Context: an optimization exercise on an open-source flow, tuned for small area. The choices shown serve that exercise and are no tape-out recipe. In this exercise RTL edits were held to simulation tests only and were not proved equivalent to the original.

==> flow/design.v, too long to show whole: its modules and the start of the top module <==
// module pdm_capture_pipeline: 1890 lines
// module fa_cell: 10 lines
// module ha_cell: 9 lines
module pdm_capture_pipeline #(
  parameter int CHANNELS   = 4,
  parameter int CIC_ORDER  = 3,
  parameter int CIC_DELAY  = 1,
  parameter int ACC_WIDTH  = 32,
  parameter int PCM_WIDTH  = 16,
  parameter int FIFO_DEPTH = 8,
  localparam int CH_W  = (CHANNELS > 1) ? $clog2(CHANNELS) : 1,
  localparam int CNT_W = $clog2(FIFO_DEPTH) + 1
) (
  input  logic                 clk_i,
  input  logic                 rst_n_i,
  input  logic                 clk_en_i,
  input  logic                 pdm_i,
  input  logic                 pdm_valid_i,
  input  logic [CH_W-1:0]      pdm_channel_i,
  input  logic [6:0]           decimation_i,
  input  logic [4:0]           norm_shift_i,
  input  logic [15:0]          gain_i,
  output logic [PCM_WIDTH-1:0] pcm_o,
  output logic [CH_W-1:0]      pcm_channel_o,
  output logic                 pcm_valid_o,
  input  logic                 pcm_ready_i,
  output logic [CNT_W-1:0]     fifo_count_o,
  output logic                 overflow_o,
  input  logic                 clear_overflow_i
);
  // ...
==> flow/run.sh <==
#!/bin/bash
# synth_recipe.tcl (not shown) runs the flow's synth.tcl, then flattens the netlist and writes it again
# the make line also repeats each setting of config.mk as NAME=value (left out here)
make -C /OpenROAD-flow-scripts/flow DESIGN_CONFIG=/design/flow/config.mk WORK_HOME=/design/flow/orfs CLKGATE_MAP_FILE= SYNTH_SCRIPT=/design/flow/synth_recipe.tcl finish
==> flow/config.mk <==
export PLATFORM = sky130hd
export DESIGN_NAME = pdm_capture_pipeline
export DESIGN_NICKNAME = pdm_capture_pipeline
export VERILOG_FILES = /design/flow/design.v
export SDC_FILE = /design/flow/constraint.sdc
export NUM_CORES = 4
export LEC_CHECK = 0
export ABC_AREA = 1
export CAP_MARGIN = 20
export CORE_MARGIN = 2
export CORE_UTILIZATION = 40
export CTS_BUF_LIST = sky130_fd_sc_hd__clkbuf_8
export CTS_CLUSTER_DIAMETER = 60
export CTS_CLUSTER_SIZE = 16
export SLEW_MARGIN = 20
export SYNTH_HIERARCHICAL = 1
export SYNTH_MINIMUM_KEEP_SIZE = 0
==> flow/constraint.sdc <==
create_clock -name core_clock -period 11.0 [get_ports {clk_i}]
set_input_delay 2.2000 -clock core_clock [delete_from_list [all_inputs] [get_ports {clk_i}]]
set_output_delay 2.2000 -clock core_clock [all_outputs]
set_load 0.01 [all_outputs]
==> metrics.yaml, run 1 <==
status: "finished clean"
critical-path-slowest-cell: "fa_1"
detailed_place.area_sq_mm: 0.0326
clock_root_buffer: "clkbuf_8"
route.antenna.remaining_nets: 0
timing_worst_slew_pin_value_ns: 0.971
worstSetupEndpoint: "r_p1[2][21]"
tritoncts.num_buffers: 43
share_of_cell_area_taken_by_multi_input_logic_gates_pct: 43.2
max_reg_flops: 128
cts.clk_slew.worst_paths_ns: 0.10
floorplan.tapcells: 1030
setup-violations-final: 0
detailroute.via_count: 20400
detailroute.wirelength.met3_mm: 3.50
layout_min_cycle_time_ns: 10.52
detailed_place_hpwl_mm: 51.8
synth-seq-area-share_pct: 48.1
slew_violations: 0
mappedNetlistNets: 3134
initialDrtViolationCount: 1335
postSynthAreaPerCell_sq_um: 11.1
yosys_warnings: 11
path_common_cell: "fa_1"
use_met3_pct: 2.43
synth_commonest_cells: "nand2_1, edfxtp_1, fa_1, xor2_1, inv_1"
finalWirelength_mm: 75.5
globalRoute.busiestLayer: "met2"
gp_congestion: 0.873
grt.total_usage_pct: 19.2
proportion_of_cell_area_occupied_by_registers_pct: 44.4
num-nonclk-inverters: 230
multi_input_gates: 1864
fin_area_sq_mm: 0.0335
==> inputs of run 2 (changes only) <==
==> flow/flow/run.sh (new file) <==
#!/bin/bash
# The standard layout (the standard.sh: standard synthesis, then ORFS to finish) with two
# changes: the port buffers that global placement inserts are the smallest buffer cell, and
# clock tree synthesis inserts no dummy loads. Make's full output goes to flow_make.log here;
# ORFS keeps each step's log under orfs/logs/.
set -euo pipefail
export BUFFER_PORTS_ARGS="-buffer_cell sky130_fd_sc_hd__buf_1"
export CTS_ARGS="-sink_clustering_enable -repair_clock_nets -sink_clustering_size 16 -sink_clustering_max_diameter 60 -buf_list sky130_fd_sc_hd__clkbuf_8 -dont_use_dummy_load"
bash standard.sh finish > flow_make.log 2>&1
==> flow/standard.sh (new file) <==
#!/bin/bash
# synth_recipe.tcl (not shown) runs the flow's synth.tcl, then flattens the netlist and writes it again
# the make line also repeats each setting of config.mk as NAME=value (left out here)
make -C /OpenROAD-flow-scripts/flow DESIGN_CONFIG=/design/flow/config.mk WORK_HOME=/design/flow/orfs CLKGATE_MAP_FILE= SYNTH_SCRIPT=/design/flow/synth_recipe.tcl "${@:-finish}"
--- a/flow/config.mk
+++ b/flow/config.mk
@@ -12,6 +12,7 @@
 export CTS_BUF_LIST = sky130_fd_sc_hd__clkbuf_8
 export CTS_CLUSTER_DIAMETER = 60
 export CTS_CLUSTER_SIZE = 16
+export GPL_TIMING_DRIVEN = 0
 export SLEW_MARGIN = 20
 export SYNTH_HIERARCHICAL = 1
 export SYNTH_MINIMUM_KEEP_SIZE = 0
removed: flow/run.sh
==> run 2 against run 1 <==
Net effect:
- via count up 2.9%
- synthesized cell count stayed put
- hold slack worse by 0.0029 ns
- register-to-register slack better by 0.03 ns
- sequential share of layout area is 0.43 points higher
- cell count is 1.5% higher
- global-route usage rose by 0.89 points
- clock skew grew 0.031 ns
- non-clock buffer count increased by 93
- flip-flop and latch count unchanged
- critical path type unchanged
==> metrics.yaml, run 2 <==
end_kind: "register"  # unchanged
critical_path_start_type: "register"  # unchanged
setup-violations-final: 0  # unchanged
data_required_time_at_the_worst_endpoint_ns: 11.29  # was 11.37 ns
r2r_cells: 31  # was 33
synth_commonest_cells: "nand2_1, edfxtp_1, fa_1, xor2_1, inv_1"  # unchanged
rsz0062_at_grt: "false"  # unchanged
worstPathMaxFanout: 8  # unchanged
yosys.cell_count.top_type: "nand2_1"  # unchanged
detailed_place_hpwl_mm: 58.3  # was 51.8 mm
synth-seq-area-share_pct: 48.1  # unchanged
critPathKind: "register to register"  # unchanged
max_reg_flops: 128  # unchanged
path_common_cell: "fa_1"  # unchanged
postSynthAreaPerCell_sq_um: 11.1  # unchanged
fraction_of_synthesis_flops_using_an_asynchronous_set_or_reset_pin_pct: 3.82  # unchanged
areaGrowthSynthToFinish_pct: 7.42  # was 8.48%
layout.cells.non_filler: 3912  # was 3853
timing_worst_slew_pin_value_ns: 0.881  # was 0.971 ns
clock_root_buffer: "clkbuf_8"  # unchanged
synth.lib_cells_used.distinct: 56  # unchanged
slew_violations: 0  # unchanged
rrSetupSlack_ns: 0.51  # was 0.48 ns
synthFlopType: "edfxtp_1"  # unchanged
drcViolationCount: 0  # unchanged
min-delay-path-class: "register to register"  # unchanged
vias_per_cell: 5.37  # was 5.30
cap_viol_max_count: 0  # unchanged
critical-path-slowest-cell: "fa_1"  # unchanged
cts.clk_slew.worst_paths_ns: 0.09  # was 0.10 ns
worstSkewPairLatency_ns: 0.64  # was 0.67 ns
tritoncts_num_sinks: 523  # unchanged
worstPathArrival_ns: 10.79  # was 10.90 ns
layout_setup_ws_ns: 0.507  # was 0.476 ns
tritoncts.num_buffers: 44  # was 43
floorplan.io_pins: 61  # unchanged
coreArea_sq_mm: 0.0762  # unchanged
cp-startpoint: "r_na[1]"  # unchanged
synth_top_family_by_area: "adder cells"  # unchanged
initialDrtViolationCount: 1544  # was 1335
share_of_the_clock_period_used_by_the_worst_path_pct: 95.4  # was 95.7%
setup_total_neg_slack_ns: 0  # unchanged
detailroute.via_count: 21000  # was 20400
h_tree_depth: 2  # unchanged
first_pass_iters: 7  # was 5
fin_worst_skew_ns: 0.0804  # was 0.0492 ns
route.antenna.remaining_nets: 0  # unchanged
synth_edf_count: 428  # unchanged
maxClockFrequency_ghz: 0.0953  # was 0.0950 GHz
min_from: "r_s3_ch[0]"  # was r_s2_ch[0]
most_frequent_cells_in_the_layout: "nand2_1, edfxtp_1, fa_1"  # unchanged
worst_slew_margin_rel_pct: 41.3  # was 35.3%
nNetsFinal: 3239  # was 3145
reg_to_reg_startpoint: "r_na[1]"  # unchanged
finalWirelength_mm: 79.2  # was 75.5 mm
grt.total_usage_pct: 20.1  # was 19.2%
synth_mux_area_share_pct: 0.292  # unchanged
synthesized_flop_and_latch_total: 523  # unchanged
clock_tree_from_tritoncts: "built"  # unchanged
share_of_layout_cells_above_drive_strength_1_pct: 6.11  # was 6.94%
avgRoutedWirePerCell_microns: 20.3  # was 19.6 microns
crit_path_max_incr_delay_ns: 0.57  # about the same
placed_cells_incl_taps: 3867  # was 3773
netlist_area_sq_mm: 0.0309  # unchanged
gp_congestion: 0.925  # was 0.873
hold_violations: 0  # unchanged
grt_start_max_net_pins: 47  # was 76
synth_adder_area_share_pct: 18.8  # unchanged
hold_path_depth: 0  # unchanged
synth_compound_gate_area_share_pct: 10.3  # unchanged
synth_simple_gate_area_share_pct: 10.9  # unchanged
initial_core_utilization_pct: 40.5  # unchanged
fp.dieW_microns: 282  # unchanged
synth_cells: 2777  # unchanged
worstHoldEndpoint: "r_s4_ch[0]"  # was r_s3_ch[0]
layout_commonest_cell: "nand2_1"  # unchanged
timing.rr.end: "r_p1[1][21]"  # was r_p1[2][21]
netlist.area_leader.share_pct: 41.6  # unchanged
place.port_buffers: 54  # was 60
grt_pass1_vias: 21600  # was 21400
status: "finished clean"  # unchanged
fp.dieArea_sq_mm: 0.0795  # unchanged
yosys_warnings: 11  # unchanged
mappedNetlistNets: 3134  # unchanged
number_of_antenna_violations_at_the_first_check_in_global_routing: 1  # unchanged
layout_min_cycle_time_ns: 10.49  # was 10.52 ns
cts_buffer_depth: 3  # unchanged
fp-row-count: 101  # unchanged
grt_overflow: 0  # unchanged
wire_length_of_the_first_global_routing_pass_mm: 124  # was 119 mm
ys_top_cells_by_area: "edfxtp_1, fa_1, nand2_1, xor2_1, dfxtp_1"  # unchanged
post-place-ws_ns: 0.289  # was 0.358 ns
die_height_microns: 282  # unchanged
netlist.top_cell.by_area: "edfxtp_1"  # unchanged
synth_xor_area_share_pct: 6.49  # unchanged
cts.repair_timing.setup_buffer_count: 0  # unchanged
-- run 2: area by class of cell --
class / instances / area (sq um)
timing repair buffer: 60 / 329
fill: 7187 / 43000
sequential: 523 / 14900
clock buffer: 44 / 606
inverter: 230 / 863
multi-input combinational: 1864 / 14500
tap: 1030 / 1290
buffer: 159 / 702
antenna: 2 / 5.00
-- run 2: Yosys stat by module, one instance, submodules excluded --
module,flip-flops and latches,cells
pdm_capture_pipeline,523,2490
fa_cell,0,1
ha_cell,0,1
-- run 2: routing by layer --
metal	routed length [microns]	up-vias	share of wire (%)	global-route usage [%]
li1	-	9664	-	-
met3	3910	112	4.9	2.40
met4	1810	0	2.3	4.99
met2	39600	624	50	35.3
met1	33900	10600	43	26.4
met5	0	-	0	0
-- run 2: cells by family (layout without fill, tap and decap cells) --
group,count (synthesis),after routing
muxes,9,9
adders and majority gates,320,320
and+or+nand+nor,827,827
AOI/OAI and AO/OA,479,479
other,0,2
buffers and inverters,390,493
xor gates and xnor gates,229,229
DFF,523,523
-- run 2: critical path: cells and delay by family, from the launching register on --
kind,cells,cell delay (ns)
multiplexers,1,0.17
AND/OR/NAND/NOR,2,0.17
buffers and inverters,3,0.17
XOR/XNOR,2,0.26
flip-flops,1,0.41
adder cells (fa/ha/maj),23,8.95
-- run 2: worst max-delay path by stage --
stage	end	slack, ns	depth (start not counted)
CTS	r_p1[1][21]	0.27	32
detailed placement	r_y[0][21]	0.29	32
global placement	r_y[3][14]	-1.47	29
finish	r_p1[1][21]	0.51	31
global route	r_y[2][21]	0.04	33
floorplan	r_p1[0][21]	1.08	30
-- run 2: timing repair --
item | in CTS | in global routing
hold buffers | 0 | 0
gates resized for setup | 0 | 2
setup endpoints to repair | 0 | 16
-- run 2: per-stage QoR --
step | cell area (sq um) | hold slack, ns | util (%)
2_1_floorplan | 30900 | 0.310 | -
3_3_place_gp | 32400 | 0.314 | 42.5
3_5_place_dp | 32600 | 0.312 | 42.7
4_1_cts | 33200 | 0.336 | 43.5
5_1_grt | 33200 | 0.347 | 43.5
6_report | 33200 | 0.335 | 43.5
==> inputs of run 3 (changes only) <==
==> flow/flow/run.sh (replaced) <==
#!/bin/bash
# The standard layout (standard.sh: the standard synthesis, then ORFS to finish) with three
# changes:
#  - Yosys's ABC technology mapping uses flow/abc_area.script (area-oriented &nf mapping, with
#    no buffering or sizing: the layout's repair steps size and buffer the netlist); the
#    ORFS scripts are copied to scripts_area/ with only that file replaced;
#  - the port buffers that global placement inserts are the smallest buffer cell;
#  - clock tree synthesis inserts no dummy loads.
# Each make run's full output goes to its own log here; ORFS keeps each step's log under
# orfs/logs/.
set -euo pipefail
rm -rf scripts_area
cp -r "$FLOW_HOME/scripts" scripts_area
cp flow/abc_area.script scripts_area/abc_area.script
export BUFFER_PORTS_ARGS="-buffer_cell sky130_fd_sc_hd__buf_1"
export CTS_ARGS="-sink_clustering_enable -repair_clock_nets -sink_clustering_size 16 -sink_clustering_max_diameter 60 -buf_list sky130_fd_sc_hd__clkbuf_8 -dont_use_dummy_load"
bash standard.sh SCRIPTS_DIR="$PWD/scripts_area" synth > flow_synth.log 2>&1
bash standard.sh finish > flow_make.log 2>&1
==> flow/flow/abc_area.script (new file) <==
strash
&get -n
&st
&dch
&nf -R 200
&put
topo
stime -c
--- a/flow/config.mk
+++ b/flow/config.mk
@@ -12,7 +12,7 @@
 export CTS_BUF_LIST = sky130_fd_sc_hd__clkbuf_8
 export CTS_CLUSTER_DIAMETER = 60
 export CTS_CLUSTER_SIZE = 16
-export GPL_TIMING_DRIVEN = 0
+export PLACE_DENSITY = 0.75
 export SLEW_MARGIN = 20
 export SYNTH_HIERARCHICAL = 1
 export SYNTH_MINIMUM_KEEP_SIZE = 0
==> run 3 against run 2 <==
Net effect:
- critical path depth up 1
- hold slack better by 0.0014 ns
- global-route usage shrank 2.1 points
- area after synthesis fell by 4.6%
==> metrics.yaml, run 3 <==
synth_cells: 2156  # was 2777
postLayoutCoreUtil_pct: 44.0  # was 43.5%
critical_path_start_type: "register"  # unchanged
detailroute.via_count: 18400  # was 21000
synth_commonest_cells: "edfxtp_1, fa_1, nand2_1, xnor2_1, a22oi_1"  # was nand2_1, edfxtp_1, fa_1, xor2_1, inv_1
maxClockFrequency_ghz: 0.0936  # was 0.0953 GHz
synth_edf_count: 428  # unchanged
wire_length_of_the_first_global_routing_pass_mm: 107  # was 124 mm
postSynthAreaPerCell_sq_um: 13.7  # was 11.1 sq um
post_cts_hold_buffer_count: 0  # unchanged
vias_per_cell: 5.61  # was 5.37
detailed_place_hpwl_mm: 45.9  # was 58.3 mm
ys_top_cells_by_area: "edfxtp_1, fa_1, xnor2_1, dfxtp_1, a22oi_1"  # was edfxtp_1, fa_1, nand2_1, xor2_1, dfxtp_1
share_of_layout_cells_above_drive_strength_1_pct: 7.61  # was 6.11%
fraction_of_synthesis_flops_using_an_asynchronous_set_or_reset_pin_pct: 3.82  # unchanged
timing_worst_slew_pin_value_ns: 0.971  # was 0.881 ns
fin_worst_skew_ns: 0.112  # was 0.0804 ns
slew_violations: 0  # unchanged
initialDrtViolationCount: 1749  # was 1544
tritoncts.num_buffers: 44  # unchanged
fp-row-count: 99  # was 101
status: "finished clean"  # unchanged
place.port_buffers: 60  # was 54
drcViolationCount: 0  # unchanged
route.antenna.remaining_nets: 0  # unchanged
most_frequent_cells_in_the_layout: "edfxtp_1, fa_1, nand2_1"  # was nand2_1, edfxtp_1, fa_1
cap_viol_max_count: 0  # unchanged
grtUsageMet1_pct: 23.4  # was 26.4%
yosys_warnings: 11  # unchanged
cts.clk_slew.worst_paths_ns: 0.09  # about the same
placed_cells_incl_taps: 3241  # was 3867
synthFlopType: "edfxtp_1"  # unchanged
avgRoutedWirePerCell_microns: 20.5  # was 20.3 microns
layout.cells.non_filler: 3285  # was 3912
clock_root_buffer: "clkbuf_8"  # unchanged
post_cts_resized: 0  # unchanged
globalRoute.busiestLayer: "met2"  # unchanged
areaGrowthSynthToFinish_pct: 8.85  # was 7.42%
clock_tree_from_tritoncts: "built"  # unchanged
yosys.cell_count.top_type: "edfxtp_1"  # was nand2_1
max_reg_flops: 128  # unchanged
grt_start_max_net_pins: 52  # was 47
setup_total_neg_slack_ns: 0  # unchanged
mappedNetlistNets: 2513  # was 3134
h_tree_depth: 2  # unchanged
rsz0062_at_grt: "false"  # unchanged
fp.dieW_microns: 275  # was 282 microns
layout_commonest_cell: "edfxtp_1"  # was nand2_1
layout_setup_ws_ns: 0.316  # was 0.507 ns
worst_slew_margin_rel_pct: 35.3  # was 41.3%
use_met3_pct: 3.51  # was 2.40%
finalWirelength_mm: 67.4  # was 79.2 mm
crit_path_max_incr_delay_ns: 0.50  # was 0.57 ns
cts.repair_timing.setup_buffer_count: 0  # unchanged
synth-seq-area-share_pct: 50.4  # was 48.1%
fp.dieArea_sq_mm: 0.0759  # was 0.0795 sq mm
n_antenna_cell: 0  # was 2
grt.total_usage_pct: 18.0  # was 20.1%
grt_util_met2_pct: 30.7  # was 35.3%
synth.lib_cells_used.distinct: 48  # was 56
min-delay-path-class: "register to register"  # unchanged
gp_congestion: 0.919  # was 0.925
tritoncts_num_sinks: 523  # unchanged
critical-path-slowest-cell: "fa_1"  # unchanged
layout_min_cycle_time_ns: 10.68  # was 10.49 ns
floorplan.io_pins: 61  # unchanged
post-place-ws_ns: 0.266  # was 0.289 ns
netlist_area_sq_mm: 0.0295  # was 0.0309 sq mm
path_common_cell: "fa_1"  # unchanged
coreArea_sq_mm: 0.0730  # was 0.0762 sq mm
worstSkewPairLatency_ns: 0.67  # was 0.64 ns
worstPathMaxFanout: 7  # was 8
number_of_antenna_violations_at_the_first_check_in_global_routing: 4  # was 1
hold_violations: 0  # unchanged
grt_pass1_vias: 19300  # was 21600
first_pass_iters: 6  # was 7
synthesized_flop_and_latch_total: 523  # unchanged
share_of_the_clock_period_used_by_the_worst_path_pct: 97.1  # was 95.4%
cts_buffer_depth: 3  # unchanged
grt_overflow: 0  # unchanged
initial_core_utilization_pct: 40.4  # was 40.5%
setup-violations-final: 0  # unchanged
netlist.area_leader.share_pct: 43.6  # was 41.6%
worstPathArrival_ns: 11.04  # was 10.79 ns
critPathKind: "register to register"  # unchanged
data_required_time_at_the_worst_endpoint_ns: 11.35  # was 11.29 ns
netlist.top_cell.by_area: "edfxtp_1"  # unchanged
end_kind: "register"  # unchanged
die_height_microns: 275  # was 282 microns
nNetsFinal: 2685  # was 3239
==> run 3: cell types whose count changed after synthesis, moves of 99 or more <==
cell      change
nand2_1     -390
inv_1       -199
xnor2_1     +172
a22oi_1     +170
xor2_1      -147
o22ai_1     -112
clkbuf_1     -99
==> run 3: critical path: cells and delay by family, from the launching register on <==
family                     cells  cell delay [ns]
AOI/OAI and AO/OA              1             0.13
adders and majority gates     23             8.85
buffers and inverters          4             0.31
xor gates and xnor gates       2             0.33
muxes                          1             0.20
and+or+nand+nor                1             0.09
DFF                            1             0.45
==> run 3: cell type report <==
cell class / instances / area, sq um
well taps: 959 / 1200
multi-input cells: 1521 / 14200
repair buffers: 132 / 766
inverters: 106 / 398
clock buffers: 44 / 606
fillers: 6462 / 40900
flip-flops and latches: 523 / 14900
==> run 3: final timing paths <==
kind | from | endpoint | slack (ns) | cells after the start
worst max-delay path | r_na[0] | r_p1[3][21] | 0.32 | 32
worst min-delay path | r_s2_ch[1] | r_s3_ch[1] | 0.34 | 0
worst max register to register | r_na[0] | r_p1[3][21] | 0.32 | 32
worst min register to register | r_s2_ch[1] | r_s3_ch[1] | 0.34 | 0
max in group asynchronous | rst_n_i | r_rd[0] | 9.09 | 2
min in group asynchronous | rst_n_i | r_in_sel[0] | 1.53 | 2
==> run 3: metrics by stage <==
stage	area (sq um)	hold WS, ns
floorplan	29500	0.310
global placement	31500	0.324
detailed placement	31500	0.318
CTS	32100	0.341
global route	32100	0.354
finish	32100	0.336
==> run 3: kinds of logic (layout without fill, tap and decap cells) <==
family	count (synthesis)	count (layout)	share of synthesized area, %
compound gates	452	452	10.4
flops	523	523	50.4
buf+inv	112	282	1.43
xor+xnor	254	254	7.55
simple gates	424	424	6.32
mux	70	70	4.22
fa+ha+maj	321	321	19.7
==> run 3: routing by layer <==
metal  vias up  part of all wire [%]
met3       111                   7.1
li1       8296                     -
met2       635                    49
met5         -                 0.082
met4         8                   2.6
met1      9364                    41
==> run 3: Yosys stat by module (local to each module, per instance) <==
module                cells  copies in the design
pdm_capture_pipeline   1869                     1
ha_cell                   1                    50
fa_cell                   1                   237
==> inputs of run 4 (changes only) <==
--- a/flow/config.mk
+++ b/flow/config.mk
@@ -12,7 +12,6 @@
 export CTS_BUF_LIST = sky130_fd_sc_hd__clkbuf_8
 export CTS_CLUSTER_DIAMETER = 60
 export CTS_CLUSTER_SIZE = 16
-export PLACE_DENSITY = 0.75
 export SLEW_MARGIN = 20
 export SYNTH_HIERARCHICAL = 1
 export SYNTH_MINIMUM_KEEP_SIZE = 0
==> run 4 against run 3 <==
Net effect:
- non-clock buffer count grew 2
- highest routed layer unchanged
- first-iteration DRC count shrank 8.5%
- worst setup slack gained 0.025 ns
- routed wire length grew 2.7%
==> metrics.yaml, run 4 <==
status: "finished clean"  # unchanged
layout_min_cycle_time_ns: 10.66  # was 10.68 ns
multiInputGateArea_sq_mm: 0.0142  # about the same
vias_per_cell: 5.53  # was 5.61
number_of_antenna_violations_at_the_first_check_in_global_routing: 5  # was 4
end_kind: "register"  # unchanged
layout_commonest_cell: "edfxtp_1"  # unchanged
floorplan.io_pins: 61  # unchanged
fp.dieArea_sq_mm: 0.0759  # unchanged
synth_commonest_cells: "edfxtp_1, fa_1, nand2_1, xnor2_1, a22oi_1"  # unchanged
fp.dieW_microns: 275  # unchanged
share_of_the_clock_period_used_by_the_worst_path_pct: 96.9  # was 97.1%
initial_core_utilization_pct: 40.4  # unchanged
h_tree_depth: 2  # unchanged
netlist.top_cell.by_area: "edfxtp_1"  # unchanged
synth-seq-area-share_pct: 50.4  # unchanged
fp-row-count: 99  # unchanged
grt_overflow: 0  # unchanged
yosys_warnings: 11  # unchanged
grt_pass1_vias: 19100  # was 19300
post-place-ws_ns: 0.288  # was 0.266 ns
cts.clk_slew.worst_paths_ns: 0.09  # about the same
synth_cells: 2156  # unchanged
timing_worst_slew_pin_value_ns: 1.03  # was 0.971 ns
coreArea_sq_mm: 0.0730  # unchanged
netlist.area_leader.share_pct: 43.6  # unchanged
tritoncts.num_buffers: 47  # was 44
cap_viol_max_count: 0  # unchanged
fin_worst_skew_ns: 0.0964  # was 0.112 ns
uppermost_layer_routed: "met5"  # unchanged
worstSkewPairLatency_ns: 0.65  # was 0.67 ns
hold_violations: 0  # unchanged
worst_slew_margin_rel_pct: 31.1  # was 35.3%
path_common_cell: "fa_1"  # unchanged
max_reg_flops: 128  # unchanged
critical_path_start_type: "register"  # unchanged
synth_edf_count: 428  # unchanged
die_height_microns: 275  # unchanged
clock_tree_from_tritoncts: "built"  # unchanged
maxClockFrequency_ghz: 0.0938  # was 0.0936 GHz
worstPathArrival_ns: 11.05  # was 11.04 ns
cp-startpoint: "r_na[1]"  # was r_na[0]
grt_start_max_net_pins: 47  # was 52
min_from: "r_s2_ch[0]"  # was r_s2_ch[1]
detailed_place_hpwl_mm: 48.4  # was 45.9 mm
cp.buffers_inverters: 5  # was 4
area.sequential_sq_mm: 0.0149  # about the same
cts_buffer_depth: 3  # unchanged
avgRoutedWirePerCell_microns: 21.0  # was 20.5 microns
post_cts_hold_buffer_count: 0  # unchanged
netlist_area_sq_mm: 0.0295  # unchanged
mappedNetlistNets: 2513  # unchanged
most_frequent_cells_in_the_layout: "edfxtp_1, fa_1, nand2_1"  # unchanged
nFillCells: 6594  # was 6462
wire_length_of_the_first_global_routing_pass_mm: 110  # was 107 mm
postSynthAreaPerCell_sq_um: 13.7  # unchanged
crit_path_max_incr_delay_ns: 0.49  # was 0.50 ns
worstPathMaxFanout: 8  # was 7
critical-path-slowest-cell: "fa_1"  # unchanged
drcViolationCount: 0  # unchanged
share_of_layout_cells_above_drive_strength_1_pct: 7.81  # was 7.61%
clock_root_buffer: "clkbuf_8"  # unchanged
setup-violations-final: 0  # unchanged
layout_setup_ws_ns: 0.341  # was 0.316 ns
slew_violations: 0  # unchanged
initialDrtViolationCount: 1600  # was 1749
synthesized_flop_and_latch_total: 523  # unchanged
tritoncts_num_sinks: 523  # unchanged
route.antenna.remaining_nets: 0  # unchanged
yosys.cell_count.top_type: "edfxtp_1"  # unchanged
gp_congestion: 0.883  # was 0.919
detailroute.via_count: 18200  # was 18400
finalWirelength_mm: 69.2  # was 67.4 mm
areaGrowthSynthToFinish_pct: 9.05  # was 8.85%
data_required_time_at_the_worst_endpoint_ns: 11.39  # was 11.35 ns
first_pass_iters: 5  # was 6
nNetsFinal: 2690  # was 2685
synthFlopType: "edfxtp_1"  # unchanged
path_delay_family: "adder cells"  # unchanged
ys_top_cells_by_area: "edfxtp_1, fa_1, xnor2_1, dfxtp_1, a22oi_1"  # unchanged
drt-met1-wl_mm: 30.4  # was 27.8 mm
rsz0062_at_grt: "true"  # was false
grt.total_usage_pct: 18.6  # was 18.0%
place.port_buffers: 60  # unchanged
reg_to_reg_startpoint: "r_na[1]"  # was r_na[0]
min-delay-path-class: "register to register"  # unchanged
synth.lib_cells_used.distinct: 48  # unchanged
fraction_of_synthesis_flops_using_an_asynchronous_set_or_reset_pin_pct: 3.82  # unchanged
detailroute.wirelength.met3_mm: 3.63  # was 4.78 mm
critPathKind: "register to register"  # unchanged
route.met2.wl_mm: 33.9  # was 33.0 mm
run 4: path summary, 6_finish.rpt:
kind	endpoint	slack [ns]	depth (start not counted)
max	r_p1[2][21]	0.34	32
min	r_s3_ch[0]	0.24	0
max reg2reg	r_p1[2][21]	0.34	32
min reg2reg	r_s3_ch[0]	0.24	0
max in group asynchronous	r_in_sel[2]	9.07	2
min in group asynchronous	r_rd[2]	1.54	2
run 4: per-layer routing:
layer  up-vias  global-route usage [%]
met3        90                    3.23
met4         8                    4.22
li1       8287                       -
met2       428                    31.4
met1      9394                    25.2
met5         -                       0
run 4: modules after synthesis (local to each module, per instance):
module                flip-flops and latches  cells  area, sq um
fa_cell                                    0      1         20.0
pdm_capture_pipeline                     523   1869        24100
ha_cell                                    0      1         12.5
run 4: layout make-up:
| class | instances | share of cell area, % |
|---|---|---|
| Sequential cell | 523 | 46.3 |
| Tap cell | 959 | 3.73 |
| Clock buffer | 47 | 2.01 |
| Antenna cell | 1 | 0.00778 |
| Timing Repair Buffer | 134 | 2.43 |
| Multi-Input combinational cell | 1521 | 44.3 |
| Inverter | 106 | 1.24 |
run 4: stage by stage:
step / area (sq um) / util, % / TNS, ns / instances / hold slack, ns
global placement: 31500 / 43.2 / 0 / 3243 / 0.313
finish: 32100 / 44.1 / 0 / 3291 / 0.242
floorplan: 29500 / - / 0 / 2156 / 0.310
global route: 32100 / 44.1 / -0.938 / 3291 / 0.257
CTS: 32100 / 44.1 / 0 / 3290 / 0.259
detailed placement: 31500 / 43.2 / 0 / 3243 / 0.315
run 4: worst register-to-register path, delay by kind of cell, from the launching register on:
family	cells	cell delay, ns
buffers and inverters	5	0.44
adders and majority gates	23	8.70
muxes	1	0.20
AOI/OAI and AO/OA	1	0.35
DFF	1	0.46
xor gates and xnor gates	2	0.27
run 4: timing repair:
action,in CTS,in global routing
endpoints found under the setup margin,0,12
resized for setup,0,1
buffers inserted,0,0
run 4: cell families after synthesis:
family                   share of synthesized area, %
XOR/XNOR                                         7.55
AO/OA/AOI/OAI                                    10.4
multiplexers                                     4.22
AND/OR/NAND/NOR                                  6.32
adder cells (fa/ha/maj)                          19.7
flip-flops                                       50.4
buffers and inverters                            1.43
==> inputs of run 5 (changes only) <==
--- a/flow/config.mk
+++ b/flow/config.mk
@@ -6,12 +6,13 @@
 export NUM_CORES = 4
 export LEC_CHECK = 0
 export ABC_AREA = 1
-export CAP_MARGIN = 20
+export CAP_MARGIN = 0
 export CORE_MARGIN = 2
 export CORE_UTILIZATION = 40
 export CTS_BUF_LIST = sky130_fd_sc_hd__clkbuf_8
 export CTS_CLUSTER_DIAMETER = 60
 export CTS_CLUSTER_SIZE = 16
-export SLEW_MARGIN = 20
+export PLACE_DENSITY = 0.75
+export SLEW_MARGIN = 0
 export SYNTH_HIERARCHICAL = 1
 export SYNTH_MINIMUM_KEEP_SIZE = 0
==> run 5 against run 4 <==
Net effect:
- routed wire length shrank 2.6%
- worst setup slack got worse by 0.025 ns
- synthesized cell count is the same
- global-route usage decreased by 0.63 points
- die area unchanged
- critical path type unchanged
- critical endpoint is now r_p1[3][21]
- largest cell class unchanged
==> metrics.yaml, run 5 <==
post-place-ws_ns: 0.266  # was 0.288 ns
fin_worst_hold_slack_ns: 0.336  # was 0.242 ns
setup_total_neg_slack_ns: 0  # unchanged
layout_commonest_cell: "edfxtp_1"  # unchanged
grt.total_usage_pct: 18.0  # was 18.6%
netlist_area_sq_mm: 0.0295  # unchanged
cts.clk_slew.worst_paths_ns: 0.09  # about the same
grt_overflow: 0  # unchanged
avgRoutedWirePerCell_microns: 20.5  # was 21.0 microns
worstPathMaxFanout: 7  # was 8
detailroute.via_count: 18400  # was 18200
tritoncts_num_sinks: 523  # unchanged
finalWirelength_mm: 67.4  # was 69.2 mm
multiInputGateArea_sq_mm: 0.0142  # about the same
place.port_buffers: 60  # unchanged
grt_start_max_net_pins: 52  # was 47
cap_viol_max_count: 0  # unchanged
cts_buffer_depth: 3  # unchanged
share_of_the_clock_period_used_by_the_worst_path_pct: 97.1  # was 96.9%
yosys.cell_count.top_type: "edfxtp_1"  # unchanged
initial_core_utilization_pct: 40.4  # unchanged
worst_slew_margin_rel_pct: 35.3  # was 31.1%
crit_path_max_incr_delay_ns: 0.50  # was 0.49 ns
fp.dieArea_sq_mm: 0.0759  # unchanged
synth_commonest_cells: "edfxtp_1, fa_1, nand2_1, xnor2_1, a22oi_1"  # unchanged
hold_violations: 0  # unchanged
grt_pass1_vias: 19300  # was 19100
coreArea_sq_mm: 0.0730  # unchanged
gp_congestion: 0.919  # was 0.883
synth.lib_cells_used.distinct: 48  # unchanged
worstPathArrival_ns: 11.04  # was 11.05 ns
mappedNetlistNets: 2513  # unchanged
maxClockFrequency_ghz: 0.0936  # was 0.0938 GHz
synthFlopType: "edfxtp_1"  # unchanged
ys_top_cells_by_area: "edfxtp_1, fa_1, xnor2_1, dfxtp_1, a22oi_1"  # unchanged
fp-row-count: 99  # unchanged
postSynthAreaPerCell_sq_um: 13.7  # unchanged
layout_setup_ws_ns: 0.316  # was 0.341 ns
synth_cells: 2156  # unchanged
nNetsFinal: 2685  # was 2690
number_of_antenna_violations_at_the_first_check_in_global_routing: 4  # was 5
clock_root_buffer: "clkbuf_8"  # unchanged
h_tree_depth: 2  # unchanged
worstSkewPairLatency_ns: 0.67  # was 0.65 ns
fin_worst_skew_ns: 0.112  # was 0.0964 ns
fp.dieW_microns: 275  # unchanged
synth_edf_count: 428  # unchanged
synthesized_flop_and_latch_total: 523  # unchanged
synth-seq-area-share_pct: 50.4  # unchanged
detailed_place.area_sq_mm: 0.0315  # about the same
netlist.top_cell.by_area: "edfxtp_1"  # unchanged
area.sequential_sq_mm: 0.0149  # about the same
critPathKind: "register to register"  # unchanged
die_height_microns: 275  # unchanged
slew_violations: 0  # unchanged
yosys_warnings: 11  # unchanged
status: "finished clean"  # unchanged
timing_worst_slew_pin_value_ns: 0.971  # was 1.03 ns
floorplan.io_pins: 61  # unchanged
data_required_time_at_the_worst_endpoint_ns: 11.35  # was 11.39 ns
detailed_place_hpwl_mm: 45.9  # was 48.4 mm
most_frequent_cells_in_the_layout: "edfxtp_1, fa_1, nand2_1"  # unchanged
clock_tree_from_tritoncts: "built"  # unchanged
min-delay-path-class: "register to register"  # unchanged
wire_length_of_the_first_global_routing_pass_mm: 107  # was 110 mm
setup-violations-final: 0  # unchanged
max_reg_flops: 128  # unchanged
n_antenna_cell: 0  # was 1
end_kind: "register"  # unchanged
layout_min_cycle_time_ns: 10.68  # was 10.66 ns
path_common_cell: "fa_1"  # unchanged
tritoncts.num_buffers: 44  # was 47
route.antenna.remaining_nets: 0  # unchanged
cts.repair_timing.setup_buffer_count: 0  # unchanged
rsz0062_at_grt: "false"  # was true
critical_path_start_type: "register"  # unchanged
netlist.area_leader.share_pct: 43.6  # unchanged
initialDrtViolationCount: 1749  # was 1600
critical-path-slowest-cell: "fa_1"  # unchanged
share_of_layout_cells_above_drive_strength_1_pct: 7.61  # was 7.81%
fin_area_sq_mm: 0.0321  # about the same
drcViolationCount: 0  # unchanged
vias_per_cell: 5.61  # was 5.53
postLayoutCoreUtil_pct: 44.0  # was 44.1%
fraction_of_synthesis_flops_using_an_asynchronous_set_or_reset_pin_pct: 3.82  # unchanged
nFillCells: 6462  # was 6594
areaGrowthSynthToFinish_pct: 8.85  # was 9.05%
first_pass_iters: 6  # was 5
[run 5: cell count changes in the layout (fill, tap and decap cells not counted), sizes merged]
cell,delta
clkbuf,-3
buf,-2
diode,-1
[run 5: path summary, 6_finish.rpt]
| path | from | to | slack [ns] | depth (start not counted) |
|---|---|---|---|---|
| max | r_na[0] | r_p1[3][21] | 0.32 | 32 |
| max in group asynchronous | rst_n_i | r_rd[0] | 9.09 | 2 |
| min in group asynchronous | rst_n_i | r_in_sel[0] | 1.53 | 2 |
| max reg2reg | r_na[0] | r_p1[3][21] | 0.32 | 32 |
| min | r_s2_ch[1] | r_s3_ch[1] | 0.34 | 0 |
| min reg2reg | r_s2_ch[1] | r_s3_ch[1] | 0.34 | 0 |
[run 5: metal layers]
layer / wire (microns) / global-route usage, % / up-vias
met2: 33000 / 30.7 / 635
met5: 55 / 0 / -
met3: 4780 / 3.51 / 111
met4: 1760 / 5.15 / 8
met1: 27800 / 23.4 / 9364
li1: - / - / 8296
[run 5: kinds of logic (layout without fill, tap and decap cells)]
| logic type | Yosys count | after routing | synth area share (%) |
|---|---|---|---|
| xor gates and xnor gates | 254 | 254 | 7.55 |
| muxes | 70 | 70 | 4.22 |
| buffers and inverters | 112 | 282 | 1.43 |
| DFF | 523 | 523 | 50.4 |
| adders and majority gates | 321 | 321 | 19.7 |
| and+or+nand+nor | 424 | 424 | 6.32 |
| AOI/OAI and AO/OA | 452 | 452 | 10.4 |
[run 5: repair_timing]
item | in CTS | in global routing
endpoints found under the setup margin | 0 | 12
resized for setup | 0 | 5
hold buffers | 0 | 0
[run 5: area by class of cell]
class | count | share of cell area (%)
flip-flops and latches | 523 | 46.4
clock buffers | 44 | 1.89
repair buffers | 132 | 2.39
multi-input cells | 1521 | 44.4
well taps | 959 | 3.74
inverters | 106 | 1.24
[run 5: metrics by stage]
stage / std cells
2_1_floorplan: 2156
3_3_place_gp: 3241
3_5_place_dp: 3241
4_1_cts: 3285
5_1_grt: 3285
6_report: 3285
[run 5: critical path: cells and delay by family (launching register included)]
kind                     cells  cell delay, ns
adder cells (fa/ha/maj)     23            8.85
flip-flops                   1            0.45
XOR/XNOR                     2            0.33
buffers and inverters        4            0.31
multiplexers                 1            0.20
AO/OA/AOI/OAI                1            0.13
AND/OR/NAND/NOR              1            0.09
[run 5: per-module statistics from Yosys, one instance, submodules excluded]
| module | times used | cells inside |
|---|---|---|
| fa_cell | 237 | 1 |
| ha_cell | 50 | 1 |
| pdm_capture_pipeline | 1 | 1869 |
==> inputs of run 6 (changes only) <==
--- a/flow/flow/run.sh
+++ b/flow/flow/run.sh
@@ -13,6 +13,6 @@
 cp -r "$FLOW_HOME/scripts" scripts_area
 cp flow/abc_area.script scripts_area/abc_area.script
 export BUFFER_PORTS_ARGS="-buffer_cell sky130_fd_sc_hd__buf_1"
-export CTS_ARGS="-sink_clustering_enable -repair_clock_nets -sink_clustering_size 16 -sink_clustering_max_diameter 60 -buf_list sky130_fd_sc_hd__clkbuf_8 -dont_use_dummy_load"
+export CTS_ARGS="-sink_clustering_enable -repair_clock_nets -sink_clustering_size 20 -sink_clustering_max_diameter 50 -buf_list sky130_fd_sc_hd__clkbuf_8 -dont_use_dummy_load"
 bash standard.sh SCRIPTS_DIR="$PWD/scripts_area" synth > flow_synth.log 2>&1
 bash standard.sh finish > flow_make.log 2>&1
--- a/flow/config.mk
+++ b/flow/config.mk
@@ -6,13 +6,12 @@
 export NUM_CORES = 4
 export LEC_CHECK = 0
 export ABC_AREA = 1
-export CAP_MARGIN = 0
+export CAP_MARGIN = 20
 export CORE_MARGIN = 2
 export CORE_UTILIZATION = 40
 export CTS_BUF_LIST = sky130_fd_sc_hd__clkbuf_8
 export CTS_CLUSTER_DIAMETER = 60
 export CTS_CLUSTER_SIZE = 16
-export PLACE_DENSITY = 0.75
-export SLEW_MARGIN = 0
+export SLEW_MARGIN = 20
 export SYNTH_HIERARCHICAL = 1
 export SYNTH_MINIMUM_KEEP_SIZE = 0
==> run 6 against run 5 <==
Net effect:
- clock-buffer cell count increased by 9
- hold slack got worse by 0.13 ns
- die area unchanged
- design area increased by 0.44%
- core utilization increased by 0.20 points
- maximum frequency increased by 1.6%
- critical path type unchanged
- critical endpoint unchanged
- largest cell class unchanged
==> metrics.yaml, run 6 <==
min_from: "r_s2_ch[0]"  # was r_s2_ch[1]
hold_violations: 0  # unchanged
timing_worst_slew_pin_value_ns: 1.01  # was 0.971 ns
fraction_of_synthesis_flops_using_an_asynchronous_set_or_reset_pin_pct: 3.82  # unchanged
share_of_layout_cells_above_drive_strength_1_pct: 8.09  # was 7.61%
detailed_place_hpwl_mm: 48.4  # was 45.9 mm
setup_total_neg_slack_ns: 0  # unchanged
multiInputGateArea_sq_mm: 0.0142  # about the same
post_cts_hold_buffer_count: 0  # unchanged
vias_per_cell: 5.55  # was 5.61
nFillCells: 6585  # was 6462
layout_setup_ws_ns: 0.489  # was 0.316 ns
cp.depth: 30  # was 32
tritoncts_num_sinks: 523  # unchanged
data_required_time_at_the_worst_endpoint_ns: 11.30  # was 11.35 ns
detailroute.via_count: 18300  # was 18400
max_reg_flops: 128  # unchanged
setup-violations-final: 0  # unchanged
fp.dieArea_sq_mm: 0.0759  # unchanged
grt_overflow: 0  # unchanged
status: "finished clean"  # unchanged
synth_commonest_cells: "edfxtp_1, fa_1, nand2_1, xnor2_1, a22oi_1"  # unchanged
end_kind: "register"  # unchanged
slew_violations: 0  # unchanged
synth.lib_cells_used.distinct: 48  # unchanged
grt_pass1_vias: 19100  # was 19300
path_common_cell: "fa_1"  # unchanged
cts_buffer_depth: 3  # unchanged
wire_length_of_the_first_global_routing_pass_mm: 110  # was 107 mm
maxClockFrequency_ghz: 0.0951  # was 0.0936 GHz
hold_path_depth: 0  # unchanged
netlist_area_sq_mm: 0.0295  # unchanged
gp_congestion: 0.883  # was 0.919
synthesized_flop_and_latch_total: 523  # unchanged
drcViolationCount: 0  # unchanged
post-place-ws_ns: 0.288  # was 0.266 ns
netlist.area_leader.share_pct: 43.6  # unchanged
initial_core_utilization_pct: 40.4  # unchanged
die_height_microns: 275  # unchanged
share_of_the_clock_period_used_by_the_worst_path_pct: 95.6  # was 97.1%
grt_start_max_net_pins: 47  # was 52
synth_edf_count: 428  # unchanged
critPathKind: "register to register"  # unchanged
areaGrowthSynthToFinish_pct: 9.33  # was 8.85%
r2r_cells: 30  # was 32
yosys_warnings: 11  # unchanged
min-delay-path-class: "register to register"  # unchanged
initialDrtViolationCount: 1599  # was 1749
coreArea_sq_mm: 0.0730  # unchanged
cts.clk_slew.worst_paths_ns: 0.11  # was 0.09 ns
worstHoldEndpoint: "r_s3_ch[0]"  # was r_s3_ch[1]
tritoncts.num_buffers: 53  # was 44
yosys.cell_count.top_type: "edfxtp_1"  # unchanged
mappedNetlistNets: 2513  # unchanged
fin_worst_skew_ns: 0.148  # was 0.112 ns
reg_to_reg_startpoint: "r_i[0]"  # was r_na[0]
finalWirelength_mm: 69.4  # was 67.4 mm
critical_path_start_type: "register"  # unchanged
h_tree_depth: 2  # unchanged
synth-seq-area-share_pct: 50.4  # unchanged
grt.total_usage_pct: 18.6  # was 18.0%
floorplan.io_pins: 61  # unchanged
rsz0062_at_grt: "false"  # unchanged
fp.dieW_microns: 275  # unchanged
timing.rr.end: "r_p1[3][21]"  # unchanged
worstPathMaxFanout: 9  # was 7
postSynthAreaPerCell_sq_um: 13.7  # unchanged
clock_tree_from_tritoncts: "built"  # unchanged
ys_top_cells_by_area: "edfxtp_1, fa_1, xnor2_1, dfxtp_1, a22oi_1"  # unchanged
most_frequent_cells_in_the_layout: "edfxtp_1, fa_1, nand2_1"  # unchanged
synthFlopType: "edfxtp_1"  # unchanged
route.antenna.remaining_nets: 0  # unchanged
place.port_buffers: 60  # unchanged
nNetsFinal: 2696  # was 2685
rrSetupSlack_ns: 0.49  # was 0.32 ns
worst_slew_margin_rel_pct: 32.7  # was 35.3%
crit_path_max_incr_delay_ns: 0.53  # was 0.50 ns
critical-path-slowest-cell: "dfxtp_1"  # was fa_1
path_delay_family: "adder cells"  # unchanged
worstSkewPairLatency_ns: 0.69  # was 0.67 ns
detailed_place.area_sq_mm: 0.0315  # about the same
cp.buffers_inverters: 3  # was 4
worstPathArrival_ns: 10.81  # was 11.04 ns
area.sequential_sq_mm: 0.0149  # about the same
fin_area_sq_mm: 0.0322  # was 0.0321 sq mm
fp-row-count: 99  # unchanged
first_pass_iters: 5  # was 6
netlist.top_cell.by_area: "edfxtp_1"  # unchanged
clock_root_buffer: "clkbuf_8"  # unchanged
layout_min_cycle_time_ns: 10.51  # was 10.68 ns
number_of_antenna_violations_at_the_first_check_in_global_routing: 5  # was 4
avgRoutedWirePerCell_microns: 21.0  # was 20.5 microns
synth_cells: 2156  # unchanged
cap_viol_max_count: 0  # unchanged
layout_commonest_cell: "edfxtp_1"  # unchanged
## run 6: cells by family (layout without fill, tap and decap cells)
group | Yosys count | after routing | share of synthesized area (%)
AO/OA/AOI/OAI | 452 | 452 | 10.4
XOR/XNOR | 254 | 254 | 7.55
adder cells (fa/ha/maj) | 321 | 321 | 19.7
buffers and inverters | 112 | 293 | 1.43
flip-flops | 523 | 523 | 50.4
multiplexers | 70 | 70 | 4.22
other | 0 | 1 | 0
AND/OR/NAND/NOR | 424 | 424 | 6.32
## run 6: per-stage QoR
stage          util, %  hold slack, ns  cells
3_3_place_gp      43.2           0.313   3243
3_5_place_dp      43.2           0.315   3243
5_1_grt           44.2           0.212   3297
6_report          44.2           0.210   3297
2_1_floorplan        -           0.310   2156
4_1_cts           44.2           0.203   3296
## run 6: worst max path at each step
stage	start	end	slack [ns]
global placement	gain_i[2]	r_s4_data[15]	0.50
CTS	r_na[1]	r_p1[3][21]	0.31
finish	r_i[0]	r_p1[3][21]	0.49
floorplan	r_in_bit	r_y[0][21]	0.006
detailed placement	gain_i[3]	r_s4_data[15]	0.29
global route	r_na[0]	r_p1[3][21]	0.07
## run 6: worst register-to-register path: cells and delay by family, from the launching register on
family | cells | cell delay, ns
fa+ha+maj | 22 | 8.43
xor+xnor | 3 | 0.57
flops | 1 | 0.53
buf+inv | 3 | 0.32
mux | 1 | 0.20
compound gates | 1 | 0.14
## run 6: layout make-up
class / count / area share (%)
repair buffers: 134 / 2.42
diodes: 1 / 0.00776
clock buffers: 53 / 2.26
flip-flops and latches: 523 / 46.2
inverters: 106 / 1.23
multi-input cells: 1521 / 44.2
well taps: 959 / 3.72
## run 6: Yosys stat by module, one instance, submodules excluded
module	times used	cell area, sq um	cells
fa_cell	237	20.0	1
ha_cell	50	12.5	1
pdm_capture_pipeline	1	24100	1869
## run 6: what timing repair did
action | in CTS | in global routing
resized for setup | 0 | 4
setup buffers | 0 | 0
setup endpoints to repair | 0 | 12
## run 6: metal layers
metal | GRT usage [%] | up-vias | wire length, microns
met5 | 0 | - | 45
met4 | 4.07 | 8 | 1200
met3 | 3.27 | 81 | 3890
met2 | 31.5 | 437 | 33900
met1 | 25.2 | 9450 | 30300
li1 | - | 8306 | -
==> inputs of run 7 (changes only) <==
==> flow/flow/run.sh (replaced) <==
#!/bin/bash
# The standard layout (standard.sh: the standard synthesis, then ORFS to finish) with four
# changes:
#  - Yosys's ABC technology mapping uses flow/abc_area.script (area-oriented &nf mapping, with
#    no buffering or sizing: the layout's repair steps size and buffer the netlist); the
#    ORFS scripts are copied to scripts_area/ with only that file replaced;
#  - the port buffers that global placement inserts are the smallest buffer cell;
#  - clock tree synthesis inserts no dummy loads;
#  - after global routing, power recovery downsizes cells on paths with slack to spare.
# Each make run's full output goes to its own log here; ORFS keeps each step's log under
# orfs/logs/.
set -euo pipefail
rm -rf scripts_area
cp -r "$FLOW_HOME/scripts" scripts_area
cp flow/abc_area.script scripts_area/abc_area.script
export RECOVER_POWER=100
export BUFFER_PORTS_ARGS="-buffer_cell sky130_fd_sc_hd__buf_1"
export CTS_ARGS="-sink_clustering_enable -repair_clock_nets -sink_clustering_size 16 -sink_clustering_max_diameter 60 -buf_list sky130_fd_sc_hd__clkbuf_8 -dont_use_dummy_load"
bash standard.sh SCRIPTS_DIR="$PWD/scripts_area" synth > flow_synth.log 2>&1
bash standard.sh finish > flow_make.log 2>&1
==> run 7 against run 6 <==
Net effect:
- now fails the layout checks on max-capacitance violations, max-slew violations
- area after synthesis unchanged
- global-route usage barely moved
- register-to-register slack got worse by 0.17 ns
- synthesized cell count unchanged
- hold slack better by 0.031 ns
- die area did not move
- via count decreased by 0.18%
==> metrics.yaml, run 7 <==
grt_start_max_net_pins: 47  # unchanged
layout.cells.non_filler: 3293  # was 3297
r2r_cells: 32  # was 30
yosys.cell_count.top_type: "edfxtp_1"  # unchanged
synth_commonest_cells: "edfxtp_1, fa_1, nand2_1, xnor2_1, a22oi_1"  # unchanged
setup_total_neg_slack_ns: 0  # unchanged
max_reg_flops: 128  # unchanged
layout_commonest_cell: "edfxtp_1"  # unchanged
die_height_microns: 275  # unchanged
postSynthAreaPerCell_sq_um: 13.7  # unchanged
initial_core_utilization_pct: 40.4  # unchanged
share_of_the_clock_period_used_by_the_worst_path_pct: 97.1  # was 95.6%
worst_slew_margin_rel_pct: -70.1  # was 32.7%
netlist.top_cell.by_area: "edfxtp_1"  # unchanged
hold_violations: 0  # unchanged
yosys_warnings: 11  # unchanged
cts.clk_slew.worst_paths_ns: 0.09  # was 0.11 ns
tritoncts.num_buffers: 47  # was 53
rsz0062_at_grt: "true"  # was false
drcViolationCount: 0  # unchanged
grt_pass1_vias: 19100  # about the same
path_common_cell: "fa_1"  # unchanged
min_from: "r_s2_ch[0]"  # unchanged
min-delay-path-class: "register to register"  # unchanged
setup-violations-final: 0  # unchanged
hold_path_depth: 0  # unchanged
fp.dieArea_sq_mm: 0.0759  # unchanged
fin_area_sq_mm: 0.0320  # was 0.0322 sq mm
detailroute.via_count: 18300  # about the same
gp_congestion: 0.883  # unchanged
finalWirelength_mm: 69.4  # about the same
maxClockFrequency_ghz: 0.0936  # was 0.0951 GHz
share_of_layout_cells_above_drive_strength_1_pct: 6.35  # was 8.09%
end_kind: "register"  # unchanged
tritoncts_num_sinks: 523  # unchanged
detailroute.wirelength.met3_mm: 3.95  # was 3.89 mm
placed_cells_incl_taps: 3243  # unchanged
crit_path_max_incr_delay_ns: 0.49  # was 0.53 ns
synthesized_flop_and_latch_total: 523  # unchanged
critPathKind: "register to register"  # unchanged
netlist.area_leader.share_pct: 43.6  # unchanged
detailed_place_hpwl_mm: 48.4  # unchanged
synthFlopType: "edfxtp_1"  # unchanged
nNetsFinal: 2690  # was 2696
fin_worst_skew_ns: 0.0980  # was 0.148 ns
worstSkewPairLatency_ns: 0.66  # was 0.69 ns
slew_violations: 370  # was 0
most_frequent_cells_in_the_layout: "edfxtp_1, fa_1, nand2_1"  # unchanged
synth-seq-area-share_pct: 50.4  # unchanged
fraction_of_synthesis_flops_using_an_asynchronous_set_or_reset_pin_pct: 3.82  # unchanged
coreArea_sq_mm: 0.0730  # unchanged
cap_viol_max_count: 12  # was 0
cts_buffer_depth: 3  # unchanged
fp.dieW_microns: 275  # unchanged
first_pass_iters: 6  # was 5
netlist_area_sq_mm: 0.0295  # unchanged
synth.lib_cells_used.distinct: 48  # unchanged
ys_top_cells_by_area: "edfxtp_1, fa_1, xnor2_1, dfxtp_1, a22oi_1"  # unchanged
rrSetupSlack_ns: 0.32  # was 0.49 ns
status: "complete, but fails checks"  # was finished clean
cts.repair_timing.setup_buffer_count: 0  # unchanged
worstPathArrival_ns: 11.06  # was 10.81 ns
grt.total_usage_pct: 18.6  # about the same
place.port_buffers: 60  # unchanged
mappedNetlistNets: 2513  # unchanged
detailed_place.area_sq_mm: 0.0315  # unchanged
initialDrtViolationCount: 1618  # was 1599
route.met2.wl_mm: 34.1  # was 33.9 mm
layout_setup_ws_ns: 0.322  # was 0.489 ns
synth_edf_count: 428  # unchanged
fp-row-count: 99  # unchanged
wire_length_of_the_first_global_routing_pass_mm: 110  # about the same
areaGrowthSynthToFinish_pct: 8.62  # was 9.33%
drt-met1-wl_mm: 30.1  # was 30.3 mm
critical-path-slowest-cell: "fa_1"  # was dfxtp_1
critical_path_start_type: "register"  # unchanged
worstHoldEndpoint: "r_s3_ch[0]"  # unchanged
vias_per_cell: 5.54  # was 5.55
worstPathMaxFanout: 8  # was 9
post-place-ws_ns: 0.288  # unchanged
h_tree_depth: 2  # unchanged
grt_overflow: 0  # unchanged
timing.rr.end: "r_p1[2][21]"  # was r_p1[3][21]
synth_cells: 2156  # unchanged
clock_root_buffer: "clkbuf_8"  # unchanged
timing_worst_slew_pin_value_ns: 2.55  # was 1.01 ns
layout_min_cycle_time_ns: 10.68  # was 10.51 ns
reg_to_reg_startpoint: "r_na[1]"  # was r_i[0]
check.faults: "max-capacitance violations, max-slew violations"
number_of_antenna_violations_at_the_first_check_in_global_routing: 4  # was 5
data_required_time_at_the_worst_endpoint_ns: 11.39  # was 11.30 ns
nFillCells: 6611  # was 6585
clock_tree_from_tritoncts: "built"  # unchanged
floorplan.io_pins: 61  # unchanged
route.antenna.remaining_nets: 0  # unchanged
avgRoutedWirePerCell_microns: 21.1  # was 21.0 microns
uppermost_layer_routed: "met5"  # unchanged
run 7: cell counts after synthesis:
Identical to the previous run, type by type.
run 7: timing repair:
action	4_1_cts	5_1_grt
setup endpoints to repair	0	12
hold buffers	0	0
gates resized for setup	0	1
run 7: final cells by class:
| cell class | instances | area (sq um) | area share [%] |
|---|---|---|---|
| timing repair buffer | 134 | 698 | 2.18 |
| inverter | 106 | 398 | 1.24 |
| multi-input combinational | 1521 | 14200 | 44.4 |
| tap | 959 | 1200 | 3.75 |
| antenna | 3 | 7.51 | 0.0234 |
| clock buffer | 47 | 647 | 2.02 |
| sequential | 523 | 14900 | 46.4 |
run 7: critical path, delay by kind of cell, from the launching register on:
| family | cells | cell delay [ns] |
|---|---|---|
| xor gates and xnor gates | 2 | 0.27 |
| AOI/OAI and AO/OA | 1 | 0.35 |
| buffers and inverters | 5 | 0.44 |
| muxes | 1 | 0.20 |
| adders and majority gates | 23 | 8.71 |
| DFF | 1 | 0.47 |
run 7: stage by stage:
| step | hold slack, ns | util, % |
|---|---|---|
| 6_report | 0.241 | 43.9 |
| 5_1_grt | 0.257 | 43.9 |
| 4_1_cts | 0.259 | 44.1 |
| 3_5_place_dp | 0.315 | 43.2 |
| 3_3_place_gp | 0.313 | 43.2 |
| 2_1_floorplan | 0.310 | - |
run 7: per-layer routing:
layer / track usage [%] / vias to the layer above
met5: 0 / -
met4: 4.22 / 4
met3: 3.23 / 90
met2: 31.4 / 464
met1: 25.2 / 9395
li1: - / 8297
run 7: worst max path at each step:
stage | endpoint | slack [ns] | cells past startpoint | start
floorplan | r_y[0][21] | 0.006 | 23 | r_in_bit
global placement | r_s4_data[15] | 0.50 | 27 | gain_i[2]
detailed placement | r_s4_data[15] | 0.29 | 26 | gain_i[3]
CTS | r_p1[2][21] | 0.33 | 32 | r_na[1]
global route | r_p1[0][21] | -0.12 | 32 | r_na[1]
finish | r_p1[2][21] | 0.32 | 32 | r_na[1]
run 7: logic make-up after synthesis:
group                    count (synthesis)  synth area share, %
adder cells (fa/ha/maj)                321                 19.7
AND/OR/NAND/NOR                        424                 6.32
flip-flops                             523                 50.4
buffers and inverters                  112                 1.43
XOR/XNOR                               254                 7.55
multiplexers                            70                 4.22
AO/OA/AOI/OAI                          452                 10.4
run 7: Yosys stat by module, one instance, submodules excluded:
module	cells	flip-flops and latches
fa_cell	1	0
pdm_capture_pipeline	1869	523
ha_cell	1	0

[re-timing with driven ports]
The flow's constraints put no driver on any port. The routed layouts listed below were extracted and timed again, unchanged, in two steps. Step 1: set_driving_cell puts a clkbuf_16 on clk_i and a buf_2 on each other input, an assumption about the parent block. Step 2 adds t to the input delays and takes it off the output delays; t is the mean of the earliest and latest rising clock arrival at the registers after step 1. Input paths then give back, and output paths get back, about the clock's delay inside the block. Slacks: ideal ports / drivers / drivers and shift; pairs: ideal ports / drivers.
| run | t, ns | slack for setup (ns) | hold slack, ns | pins driven straight from the clock port |
|---|---|---|---|---|
| run 1 | 0.698 | 0.476 / 0.476 / 0.401 | 0.337 / 0.337 / 0.337 | 1 |
| run 2 | 0.658 | 0.507 / 0.507 / 0.507 | 0.335 / 0.335 / 0.335 | 1 |
| run 3 | 0.667 | 0.316 / 0.316 / 0.224 | 0.336 / 0.336 / 0.336 | 1 |
| run 4 | 0.672 | 0.341 / 0.341 / 0.341 | 0.242 / 0.242 / 0.242 | 1 |
| run 5 | 0.667 | 0.316 / 0.316 / 0.224 | 0.336 / 0.336 / 0.336 | 1 |
| run 6 | 0.683 | 0.489 / 0.489 / 0.346 | 0.210 / 0.210 / 0.210 | 1 |
| run 7 | 0.673 | 0.322 / 0.322 / 0.322 | 0.241 / 0.241 / 0.241 | 1 |
For run 6, which loses most, drivers alone change the setup slack by 0.000 ns; drivers and shift together by -0.143 ns.
